Background: an optimization exercise with open tools, aiming at small area, a short achievable clock period and few clock cycles. Do not read the settings as production practice. Where RTL was checked, it was by simulation tests only, not by an equivalence proof against the original. No activity file was given, so power comes from the tool's default toggle rates.

==> try-harbor <==
Design coprocessador_param, start of the top module:
module coprocessador_param
#(
  parameter int DATA_W = DATA_W_DEF,
  parameter int N_MAX = N_MAX_DEF,
  localparam int M_W = N_MAX*N_MAX*DATA_W
) (
  input  logic           clk,
  input  logic           rst,
  input  logic           start,
  input  logic [2:0]     tamanho,
  input  logic [2:0]     op,
  input  logic [M_W-1:0] matriz1,
  input  logic [M_W-1:0] matriz2,
  output logic [M_W-1:0] matrizresult,
  output logic           overflow,
  output logic           erro,
  output logic           busy,
  output logic           done
);
  typedef logic [DATA_W-1:0] elem_t;
  logic r_busy, r_done, r_erro;
  logic [N_MAX-1:0] r_ovf_l, r_ovf_m;    
  logic [N_MAX-1:0] r_last, r_colv;
  logic [N_MAX:0] r_row, r_end;
  logic r_pv;                            
  elem_t r_res [N_MAX][N_MAX];
  elem_t r_b [N_MAX][N_MAX];
  logic w_bad, w_seq, w_as, w_ng, w_tr, w_pa;
  logic [7:0] w_t1h;
  logic [N_MAX-1:0] w_v, w_last;
  always_comb begin
    for (int t = 0; t < 8; t++) w_t1h[t] = tamanho == 3'(t);
    w_bad = !(|w_t1h[N_MAX:2]) || (op == OP_UNS);
    w_seq = !w_bad && (op == OP_MUL || op == OP_SCL);
    w_as = op == OP_ADD || op == OP_SUB;
    w_ng = op == OP_OPO;
    w_tr = op == OP_TRN;
    w_pa = op == OP_MUL || op == OP_SCL;
    for (int x = 0; x < N_MAX; x++) begin
  ...
Settings: LEC_CHECK=0, CAP_MARGIN=20, CELL_PAD_IN_SITES_DETAIL_PLACEMENT=1, CORE_MARGIN=2, CORE_UTILIZATION=50, SLEW_MARGIN=20; clock period 12.0 ns.
standard.sh (not shown) runs the stock make flow with config.mk's settings and CLKGATE_MAP_FILE= SYNTH_SCRIPT=/design/flow/synth_recipe.tcl, a recipe that flattens the netlist after the stock synthesis.
==> flow/flow/run.sh <==
#!/bin/bash
# The standard layout (the standard.sh: standard synthesis, then ORFS to
# finish), with two make settings added on its command line:
#  - BUFFER_PORTS_ARGS naming the buffer that buffer_ports puts on every
#    input and output port (buf_2 instead of its default delay buffer).
# Each ORFS step writes its own log under orfs/logs; make's own output goes
# to make.log.
set -euo pipefail
MARGIN=7.3
PORTBUF=sky130_fd_sc_hd__buf_2
sed "s/CLKGATE_MAP_FILE= /CLKGATE_MAP_FILE= SETUP_SLACK_MARGIN=$MARGIN 'BUFFER_PORTS_ARGS=-buffer_cell $PORTBUF' /" standard.sh > standard_margin.sh
grep -q "SETUP_SLACK_MARGIN=$MARGIN" standard_margin.sh
bash standard_margin.sh > make.log 2>&1
==> try-onyx: changes against try-harbor <==
--- a/flow/design.v
+++ b/flow/design.v
@@ -38,13 +38,13 @@
     w_n = i_a ^ w_lo;
     o_y = ({DATA_W{i_as}} & w_s[DATA_W-1:0]) | ({DATA_W{i_ng}} & w_n) |
           ({DATA_W{i_tr}} & i_t) | ({DATA_W{i_pa}} & i_a);
     o_ovf = (i_as && (w_s[DATA_W] != w_c7)) || (i_ng && (i_a == {1'b1, {(DATA_W-1){1'b0}}}));
   end
 endmodule
-module dot5_csa (input logic [39:0] a, input logic [39:0] b, output logic [33:0] r);
+module dot5_csa (input logic [39:0] a, input logic [39:0] b, output logic [48:0] r);
   wire k0m0n = b[1] & ~(b[0] & 1'b0);
   wire k0m0o = b[0] ^ 1'b0;
   wire k0m0t = (b[1] & ~b[0] & ~1'b0) | (~b[1] & b[0] & 1'b0);
   wire k0m0p0 = (((k0m0o & a[0]) | (k0m0t & 1'b0)) ^ k0m0n);
   wire k0m0p1 = (((k0m0o & a[1]) | (k0m0t & a[0])) ^ k0m0n);
   wire k0m0p2 = (((k0m0o & a[2]) | (k0m0t & a[1])) ^ k0m0n);
@@ -450,28 +450,12 @@
   wire t331, t332;
   wire t333, t334;
   wire t335, t336;
   wire t337, t338;
   wire t339, t340;
   wire t341, t342;
-  wire t343, t344;
-  wire t345, t346;
-  wire t347, t348;
-  wire t349, t350;
-  wire t351, t352;
-  wire t353, t354;
-  wire t355, t356;
-  wire t357, t358;
-  wire t359, t360;
-  wire t361, t362;
-  wire t363, t364;
-  wire t365, t366;
-  wire t367, t368;
-  wire t369, t370;
-  wire t371, t372;
-  wire t373, t374;
   assign {t2, t1} = {1'b0, k0m2n} + {1'b0, k1m2n};
   assign {t4, t3} = {1'b0, k0m3n} + {1'b0, k1m3n} + {1'b0, k2m3n};
   assign {t6, t5} = {1'b0, k3m3n} + {1'b0, k4m3n} + {1'b0, k0m0p6};
   assign {t8, t7} = {1'b0, k0m1p4} + {1'b0, k0m2p2} + {1'b0, k0m3p0};
   assign {t10, t9} = {1'b0, 1'b1} + {1'b0, k0m0p7} + {1'b0, k0m1p5};
   assign {t12, t11} = {1'b0, k0m2p3} + {1'b0, k0m3p1} + {1'b0, k1m0p7};
@@ -637,33 +621,49 @@
   assign {t332, t331} = {1'b0, t288} + {1'b0, t291} + {1'b0, t290};
   assign {t334, t333} = {1'b0, t292} + {1'b0, t295} + {1'b0, t297};
   assign {t336, t335} = {1'b0, t299} + {1'b0, t296} + {1'b0, t301};
   assign {t338, t337} = {1'b0, t303} + {1'b0, t300} + {1'b0, t302};
   assign {t340, t339} = {1'b0, t307} + {1'b0, t304} + {1'b0, t309};
   assign {t342, t341} = {1'b0, t252} + {1'b0, t250} + {1'b0, t308};
-  assign {t344, t343} = {1'b0, t175} + {1'b0, t311};
-  assign {t346, t345} = {1'b0, t312} + {1'b0, t257} + {1'b0, t313};
-  assign {t348, t347} = {1'b0, t314} + {1'b0, t261} + {1'b0, t315};
-  assign {t350, t349} = {1'b0, t265} + {1'b0, t316} + {1'b0, t317};
-  assign {t352, t351} = {1'b0, t318} + {1'b0, t269} + {1'b0, t319};
-  assign {t354, t353} = {1'b0, t320} + {1'b0, t273} + {1'b0, t321};
-  assign {t356, t355} = {1'b0, t322} + {1'b0, t277} + {1'b0, t323};
-  assign {t358, t357} = {1'b0, t281} + {1'b0, t324} + {1'b0, t325};
-  assign {t360, t359} = {1'b0, t285} + {1'b0, t326} + {1'b0, t327};
-  assign {t362, t361} = {1'b0, t289} + {1'b0, t328} + {1'b0, t329};
-  assign {t364, t363} = {1'b0, t293} + {1'b0, t330} + {1'b0, t331};
-  assign {t366, t365} = {1'b0, t294} + {1'b0, t333} + {1'b0, t332};
-  assign {t368, t367} = {1'b0, t298} + {1'b0, t335} + {1'b0, t334};
-  assign {t370, t369} = {1'b0, t305} + {1'b0, t337} + {1'b0, t336};
-  assign {t372, t371} = {1'b0, t306} + {1'b0, t339} + {1'b0, t338};
-  assign {t374, t373} = {1'b0, t310} + {1'b0, t341} + {1'b0, t340};
-  assign r = {t374, t373, t371, t369, t367, t365, t363, t361, t359, t357, t355, t353, t351, t349, t347, t345, t343, t342, t372, t370, t368, t366, t364, t362, t360, t358, t356, t354, t352, t350, t348, t346, t344, t253};
+  assign r = {t341, t339, t337, t335, t333, t331, t329, t327, t325, t323, t321, t319, t317, t315, t313, t311, t340, t338, t336, t334, t332, t330, t328, t326, t324, t322, t320, t318, t316, t314, t312, t253, t342, t310, t306, t305, t298, t294, t293, t289, t285, t281, t277, t273, t269, t265, t261, t257, t175};
 endmodule
-module dot5_fin (input logic [33:0] r, output logic [7:0] y, output logic ovf);
-  wire [17:0] r0 = {1'b1, r[16], r[15], r[14], r[13], r[12], r[11], r[10], r[9], r[8], r[7], r[6], r[5], r[4], r[3], r[2], r[1], r[0]};
-  wire [17:0] r1 = {1'b0, r[33], r[32], r[31], r[30], r[29], r[28], r[27], r[26], r[25], r[24], r[23], r[22], r[21], r[20], r[19], r[18], r[17]};
+module dot5_fin (input logic [48:0] r, output logic [7:0] y, output logic ovf);
+  wire t343, t344;
+  wire t345, t346;
+  wire t347, t348;
+  wire t349, t350;
+  wire t351, t352;
+  wire t353, t354;
+  wire t355, t356;
+  wire t357, t358;
+  wire t359, t360;
+  wire t361, t362;
+  wire t363, t364;
+  wire t365, t366;
+  wire t367, t368;
+  wire t369, t370;
+  wire t371, t372;
+  wire t373, t374;
+  assign {t344, t343} = {1'b0, r[0]} + {1'b0, r[17]};
+  assign {t346, t345} = {1'b0, r[1]} + {1'b0, r[18]} + {1'b0, r[34]};
+  assign {t348, t347} = {1'b0, r[2]} + {1'b0, r[19]} + {1'b0, r[35]};
+  assign {t350, t349} = {1'b0, r[3]} + {1'b0, r[20]} + {1'b0, r[36]};
+  assign {t352, t351} = {1'b0, r[4]} + {1'b0, r[21]} + {1'b0, r[37]};
+  assign {t354, t353} = {1'b0, r[5]} + {1'b0, r[22]} + {1'b0, r[38]};
+  assign {t356, t355} = {1'b0, r[6]} + {1'b0, r[23]} + {1'b0, r[39]};
+  assign {t358, t357} = {1'b0, r[7]} + {1'b0, r[24]} + {1'b0, r[40]};
+  assign {t360, t359} = {1'b0, r[8]} + {1'b0, r[25]} + {1'b0, r[41]};
+  assign {t362, t361} = {1'b0, r[9]} + {1'b0, r[26]} + {1'b0, r[42]};
+  assign {t364, t363} = {1'b0, r[10]} + {1'b0, r[27]} + {1'b0, r[43]};
+  assign {t366, t365} = {1'b0, r[11]} + {1'b0, r[28]} + {1'b0, r[44]};
+  assign {t368, t367} = {1'b0, r[12]} + {1'b0, r[29]} + {1'b0, r[45]};
+  assign {t370, t369} = {1'b0, r[13]} + {1'b0, r[30]} + {1'b0, r[46]};
+  assign {t372, t371} = {1'b0, r[14]} + {1'b0, r[31]} + {1'b0, r[47]};
+  assign {t374, t373} = {1'b0, r[15]} + {1'b0, r[32]} + {1'b0, r[48]};
+  wire [17:0] r0 = {1'b1, r[16], t372, t370, t368, t366, t364, t362, t360, t358, t356, t354, t352, t350, t348, t346, t344, r[33]};
+  wire [17:0] r1 = {1'b0, t374, t373, t371, t369, t367, t365, t363, t361, t359, t357, t355, t353, t351, t349, t347, t345, t343};
   wire [8:0] lo = {1'b0, r0[7:0]} + {1'b0, r1[7:0]};
   assign y = {~lo[7], lo[6:0]};
   wire [9:0] xh = r0[17:8], yh = r1[17:8];
   wire [9:0] hx = xh ^ yh;
   wire [9:0] ho = xh | yh;
   wire zhi = &(hx[9:1] ~^ ho[8:0]);
@@ -695,25 +695,23 @@
   logic [N_MAX-1:0] r_last, r_colv;
   logic [N_MAX:0] r_row, r_end;
   logic r_pv;                            
   elem_t r_res [N_MAX][N_MAX];
   elem_t r_b [N_MAX][N_MAX];
   logic w_bad, w_seq, w_as, w_ng, w_tr, w_pa;
-  logic [7:0] w_t1h;
   logic [N_MAX-1:0] w_v, w_last;
   always_comb begin
-    for (int t = 0; t < 8; t++) w_t1h[t] = tamanho == 3'(t);
-    w_bad = !(|w_t1h[N_MAX:2]) || (op == OP_UNS);
+    w_bad = (tamanho < 3'd2) || (tamanho > 3'(N_MAX)) || (op == OP_UNS);
     w_seq = !w_bad && (op == OP_MUL || op == OP_SCL);
     w_as = op == OP_ADD || op == OP_SUB;
     w_ng = op == OP_OPO;
     w_tr = op == OP_TRN;
     w_pa = op == OP_MUL || op == OP_SCL;
     for (int x = 0; x < N_MAX; x++) begin
-      w_v[x] = !w_bad && |(w_t1h[N_MAX:0] >> (x+1));
-      w_last[x] = w_t1h[x+1];
+      w_v[x] = !w_bad && (3'(x) < tamanho);
+      w_last[x] = (3'(x+1) == tamanho);
     end
   end
   elem_t w_lane [N_MAX][N_MAX];
   logic [N_MAX-1:0] w_lovf [N_MAX];
   logic [N_MAX-1:0] w_lrow;
   for (genvar g = 0; g < N_MAX; g++) begin : g_lr
@@ -732,13 +730,13 @@
         .o_y(w_lane[g][h]),
         .o_ovf(w_lovf[g][h])
       );
     end
     assign w_lrow[g] = |w_lovf[g];
   end
-  localparam int CSW = 34;
+  localparam int CSW = 49;
   logic [N_MAX*DATA_W-1:0] w_arow;
   logic [CSW-1:0] w_csa [N_MAX];
   logic [CSW-1:0] r_csa [N_MAX];
   elem_t w_dot [N_MAX];
   logic [N_MAX-1:0] w_dovf, w_dovf_raw;
   for (genvar k = 0; k < N_MAX; k++) begin : g_ar
==> flow/flow/run.sh (replaced) <==
#!/bin/bash
set -euo pipefail
MARGIN=7
sed "s/CLKGATE_MAP_FILE= /CLKGATE_MAP_FILE= SETUP_SLACK_MARGIN=$MARGIN /" standard.sh > standard_margin.sh
grep -q "SETUP_SLACK_MARGIN=$MARGIN" standard_margin.sh
bash standard_margin.sh > make.log 2>&1
==> try-indigo: changes against try-harbor <==
--- a/flow/design.v
+++ b/flow/design.v
@@ -38,13 +38,13 @@
     w_n = i_a ^ w_lo;
     o_y = ({DATA_W{i_as}} & w_s[DATA_W-1:0]) | ({DATA_W{i_ng}} & w_n) |
           ({DATA_W{i_tr}} & i_t) | ({DATA_W{i_pa}} & i_a);
     o_ovf = (i_as && (w_s[DATA_W] != w_c7)) || (i_ng && (i_a == {1'b1, {(DATA_W-1){1'b0}}}));
   end
 endmodule
-module dot5_csa (input logic [39:0] a, input logic [39:0] b, output logic [33:0] r);
+module dot5_csa (input logic [39:0] a, input logic [39:0] b, output logic [48:0] r);
   wire k0m0n = b[1] & ~(b[0] & 1'b0);
   wire k0m0o = b[0] ^ 1'b0;
   wire k0m0t = (b[1] & ~b[0] & ~1'b0) | (~b[1] & b[0] & 1'b0);
   wire k0m0p0 = (((k0m0o & a[0]) | (k0m0t & 1'b0)) ^ k0m0n);
   wire k0m0p1 = (((k0m0o & a[1]) | (k0m0t & a[0])) ^ k0m0n);
   wire k0m0p2 = (((k0m0o & a[2]) | (k0m0t & a[1])) ^ k0m0n);
@@ -450,28 +450,12 @@
   wire t331, t332;
   wire t333, t334;
   wire t335, t336;
   wire t337, t338;
   wire t339, t340;
   wire t341, t342;
-  wire t343, t344;
-  wire t345, t346;
-  wire t347, t348;
-  wire t349, t350;
-  wire t351, t352;
-  wire t353, t354;
-  wire t355, t356;
-  wire t357, t358;
-  wire t359, t360;
-  wire t361, t362;
-  wire t363, t364;
-  wire t365, t366;
-  wire t367, t368;
-  wire t369, t370;
-  wire t371, t372;
-  wire t373, t374;
   assign {t2, t1} = {1'b0, k0m2n} + {1'b0, k1m2n};
   assign {t4, t3} = {1'b0, k0m3n} + {1'b0, k1m3n} + {1'b0, k2m3n};
   assign {t6, t5} = {1'b0, k3m3n} + {1'b0, k4m3n} + {1'b0, k0m0p6};
   assign {t8, t7} = {1'b0, k0m1p4} + {1'b0, k0m2p2} + {1'b0, k0m3p0};
   assign {t10, t9} = {1'b0, 1'b1} + {1'b0, k0m0p7} + {1'b0, k0m1p5};
   assign {t12, t11} = {1'b0, k0m2p3} + {1'b0, k0m3p1} + {1'b0, k1m0p7};
@@ -637,33 +621,49 @@
   assign {t332, t331} = {1'b0, t288} + {1'b0, t291} + {1'b0, t290};
   assign {t334, t333} = {1'b0, t292} + {1'b0, t295} + {1'b0, t297};
   assign {t336, t335} = {1'b0, t299} + {1'b0, t296} + {1'b0, t301};
   assign {t338, t337} = {1'b0, t303} + {1'b0, t300} + {1'b0, t302};
   assign {t340, t339} = {1'b0, t307} + {1'b0, t304} + {1'b0, t309};
   assign {t342, t341} = {1'b0, t252} + {1'b0, t250} + {1'b0, t308};
-  assign {t344, t343} = {1'b0, t175} + {1'b0, t311};
-  assign {t346, t345} = {1'b0, t312} + {1'b0, t257} + {1'b0, t313};
-  assign {t348, t347} = {1'b0, t314} + {1'b0, t261} + {1'b0, t315};
-  assign {t350, t349} = {1'b0, t265} + {1'b0, t316} + {1'b0, t317};
-  assign {t352, t351} = {1'b0, t318} + {1'b0, t269} + {1'b0, t319};
-  assign {t354, t353} = {1'b0, t320} + {1'b0, t273} + {1'b0, t321};
-  assign {t356, t355} = {1'b0, t322} + {1'b0, t277} + {1'b0, t323};
-  assign {t358, t357} = {1'b0, t281} + {1'b0, t324} + {1'b0, t325};
-  assign {t360, t359} = {1'b0, t285} + {1'b0, t326} + {1'b0, t327};
-  assign {t362, t361} = {1'b0, t289} + {1'b0, t328} + {1'b0, t329};
-  assign {t364, t363} = {1'b0, t293} + {1'b0, t330} + {1'b0, t331};
-  assign {t366, t365} = {1'b0, t294} + {1'b0, t333} + {1'b0, t332};
-  assign {t368, t367} = {1'b0, t298} + {1'b0, t335} + {1'b0, t334};
-  assign {t370, t369} = {1'b0, t305} + {1'b0, t337} + {1'b0, t336};
-  assign {t372, t371} = {1'b0, t306} + {1'b0, t339} + {1'b0, t338};
-  assign {t374, t373} = {1'b0, t310} + {1'b0, t341} + {1'b0, t340};
-  assign r = {t374, t373, t371, t369, t367, t365, t363, t361, t359, t357, t355, t353, t351, t349, t347, t345, t343, t342, t372, t370, t368, t366, t364, t362, t360, t358, t356, t354, t352, t350, t348, t346, t344, t253};
+  assign r = {t341, t339, t337, t335, t333, t331, t329, t327, t325, t323, t321, t319, t317, t315, t313, t311, t340, t338, t336, t334, t332, t330, t328, t326, t324, t322, t320, t318, t316, t314, t312, t253, t342, t310, t306, t305, t298, t294, t293, t289, t285, t281, t277, t273, t269, t265, t261, t257, t175};
 endmodule
-module dot5_fin (input logic [33:0] r, output logic [7:0] y, output logic ovf);
-  wire [17:0] r0 = {1'b1, r[16], r[15], r[14], r[13], r[12], r[11], r[10], r[9], r[8], r[7], r[6], r[5], r[4], r[3], r[2], r[1], r[0]};
-  wire [17:0] r1 = {1'b0, r[33], r[32], r[31], r[30], r[29], r[28], r[27], r[26], r[25], r[24], r[23], r[22], r[21], r[20], r[19], r[18], r[17]};
+module dot5_fin (input logic [48:0] r, output logic [7:0] y, output logic ovf);
+  wire t343, t344;
+  wire t345, t346;
+  wire t347, t348;
+  wire t349, t350;
+  wire t351, t352;
+  wire t353, t354;
+  wire t355, t356;
+  wire t357, t358;
+  wire t359, t360;
+  wire t361, t362;
+  wire t363, t364;
+  wire t365, t366;
+  wire t367, t368;
+  wire t369, t370;
+  wire t371, t372;
+  wire t373, t374;
+  assign {t344, t343} = {1'b0, r[0]} + {1'b0, r[17]};
+  assign {t346, t345} = {1'b0, r[1]} + {1'b0, r[18]} + {1'b0, r[34]};
+  assign {t348, t347} = {1'b0, r[2]} + {1'b0, r[19]} + {1'b0, r[35]};
+  assign {t350, t349} = {1'b0, r[3]} + {1'b0, r[20]} + {1'b0, r[36]};
+  assign {t352, t351} = {1'b0, r[4]} + {1'b0, r[21]} + {1'b0, r[37]};
+  assign {t354, t353} = {1'b0, r[5]} + {1'b0, r[22]} + {1'b0, r[38]};
+  assign {t356, t355} = {1'b0, r[6]} + {1'b0, r[23]} + {1'b0, r[39]};
+  assign {t358, t357} = {1'b0, r[7]} + {1'b0, r[24]} + {1'b0, r[40]};
+  assign {t360, t359} = {1'b0, r[8]} + {1'b0, r[25]} + {1'b0, r[41]};
+  assign {t362, t361} = {1'b0, r[9]} + {1'b0, r[26]} + {1'b0, r[42]};
+  assign {t364, t363} = {1'b0, r[10]} + {1'b0, r[27]} + {1'b0, r[43]};
+  assign {t366, t365} = {1'b0, r[11]} + {1'b0, r[28]} + {1'b0, r[44]};
+  assign {t368, t367} = {1'b0, r[12]} + {1'b0, r[29]} + {1'b0, r[45]};
+  assign {t370, t369} = {1'b0, r[13]} + {1'b0, r[30]} + {1'b0, r[46]};
+  assign {t372, t371} = {1'b0, r[14]} + {1'b0, r[31]} + {1'b0, r[47]};
+  assign {t374, t373} = {1'b0, r[15]} + {1'b0, r[32]} + {1'b0, r[48]};
+  wire [17:0] r0 = {1'b1, r[16], t372, t370, t368, t366, t364, t362, t360, t358, t356, t354, t352, t350, t348, t346, t344, r[33]};
+  wire [17:0] r1 = {1'b0, t374, t373, t371, t369, t367, t365, t363, t361, t359, t357, t355, t353, t351, t349, t347, t345, t343};
   wire [8:0] lo = {1'b0, r0[7:0]} + {1'b0, r1[7:0]};
   assign y = {~lo[7], lo[6:0]};
   wire [9:0] xh = r0[17:8], yh = r1[17:8];
   wire [9:0] hx = xh ^ yh;
   wire [9:0] ho = xh | yh;
   wire zhi = &(hx[9:1] ~^ ho[8:0]);
@@ -732,13 +732,13 @@
         .o_y(w_lane[g][h]),
         .o_ovf(w_lovf[g][h])
       );
     end
     assign w_lrow[g] = |w_lovf[g];
   end
-  localparam int CSW = 34;
+  localparam int CSW = 49;
   logic [N_MAX*DATA_W-1:0] w_arow;
   logic [CSW-1:0] w_csa [N_MAX];
   logic [CSW-1:0] r_csa [N_MAX];
   elem_t w_dot [N_MAX];
   logic [N_MAX-1:0] w_dovf, w_dovf_raw;
   for (genvar k = 0; k < N_MAX; k++) begin : g_ar
==> flow_summary.json <==
{
  "status": "finished clean",
  "avgSynthCellArea_um2": 9.10,
  "pwr-share-clk_pct": 14.4,
  "mostFrequentLayoutCells": "inv_1 (894), fa_1 (857), xor2_1 (708)",
  "crit_start": "matriz2[161]",
  "finalCriticalPeriod_ns": 5.11,
  "n_antenna_cell": 42,
  "crit_path_end": "r_ovf_l[4]",
  "place_area_um2": 89500,
  "coreArea_um2": 163000,
  "p_comb_mw": 13.4,
  "synth-xor-area-share_pct": 12.4
}
(the above is from try-onyx)
==> flow_summary.json <==
{
  "coreArea_um2": 158000,
  "cp_max_fo": 6,
  "cp_common_cell": "fa_1",
  "status": "finished clean",
  "met1_length_mm": 154,
  "place_area_um2": 83900,
  "n_antenna_cell": 62,
  "crit_path_end": "r_csa[1][23]",
  "grt-busiest-layer": "met2",
  "synth-xor-area-share_pct": 12.4,
  "clock_latency_ns": 0.74,
  "p_comb_mw": 16.8,
  "avgSynthCellArea_um2": 9.07,
  "grt_overflow": 0,
  "startpoint_type": "flop",
  "mostFrequentLayoutCells": "fa_1 (739), inv_1 (725), xor2_1 (680)",
  "finalCriticalPeriod_ns": 4.94,
  "path_class": "flop to flop"
}
(the above is from try-harbor)
==> flow_summary.json <==
{
  "p_comb_mw": 13.9,
  "crit_path_end": "r_res[11][6]",
  "status": "finished clean",
  "synthToLayoutAreaGrowth_pct": 11.7,
  "finalCriticalPeriod_ns": 4.84,
  "critPathSlowestCell": "buf_4",
  "n_antenna_cell": 95,
  "coreArea_um2": 162000,
  "synth_cells": 8953,
  "mostFrequentLayoutCells": "inv_1 (888), fa_1 (847), xor2_1 (736)",
  "crit_start": "start",
  "drive_above_1_share_pct": 14.8,
  "synth-xor-area-share_pct": 13.0
}
(the above is from try-indigo)
Testbench counts of try-harbor, summed over its fixed seeds: cycles 6,580.
Testbench counts of try-indigo, summed over its fixed seeds: cycles 6,580.
Only the layout flow was run in try-onyx; the RTL was not checked for function there.

separate check: timing with driven ports:
How much do the figures lean on ideal ports? The routed layouts below were timed once more, with nothing changed but the port constraints.
Step 1 assumes that a clkbuf_16 drives the clock port and a buf_2 every other input.
Step 2 moves the port delays by t, midway between the first and last clock arrival at a register: inputs arrive t later, outputs are due t later. That takes back most of the time a late clock gives input paths.
a / b / c = ideal / step 1 / step 2; a / b = the first two.
run	t (ns)	setup WS [ns]	slew at the worst register clock pin (ns)
try-harbor	0.810	7.056 / 6.943 / 6.133	0.07 / 0.07
try-onyx	0.873	6.888 / 6.882 / 6.091	0.07 / 0.07
try-indigo	0.836	7.162 / 7.118 / 6.283	0.07 / 0.07
After both steps setup and hold are still met in every run listed. The setup slack of try-harbor, which loses most, moves by -0.113 ns with the drivers and by -0.923 ns with both steps.
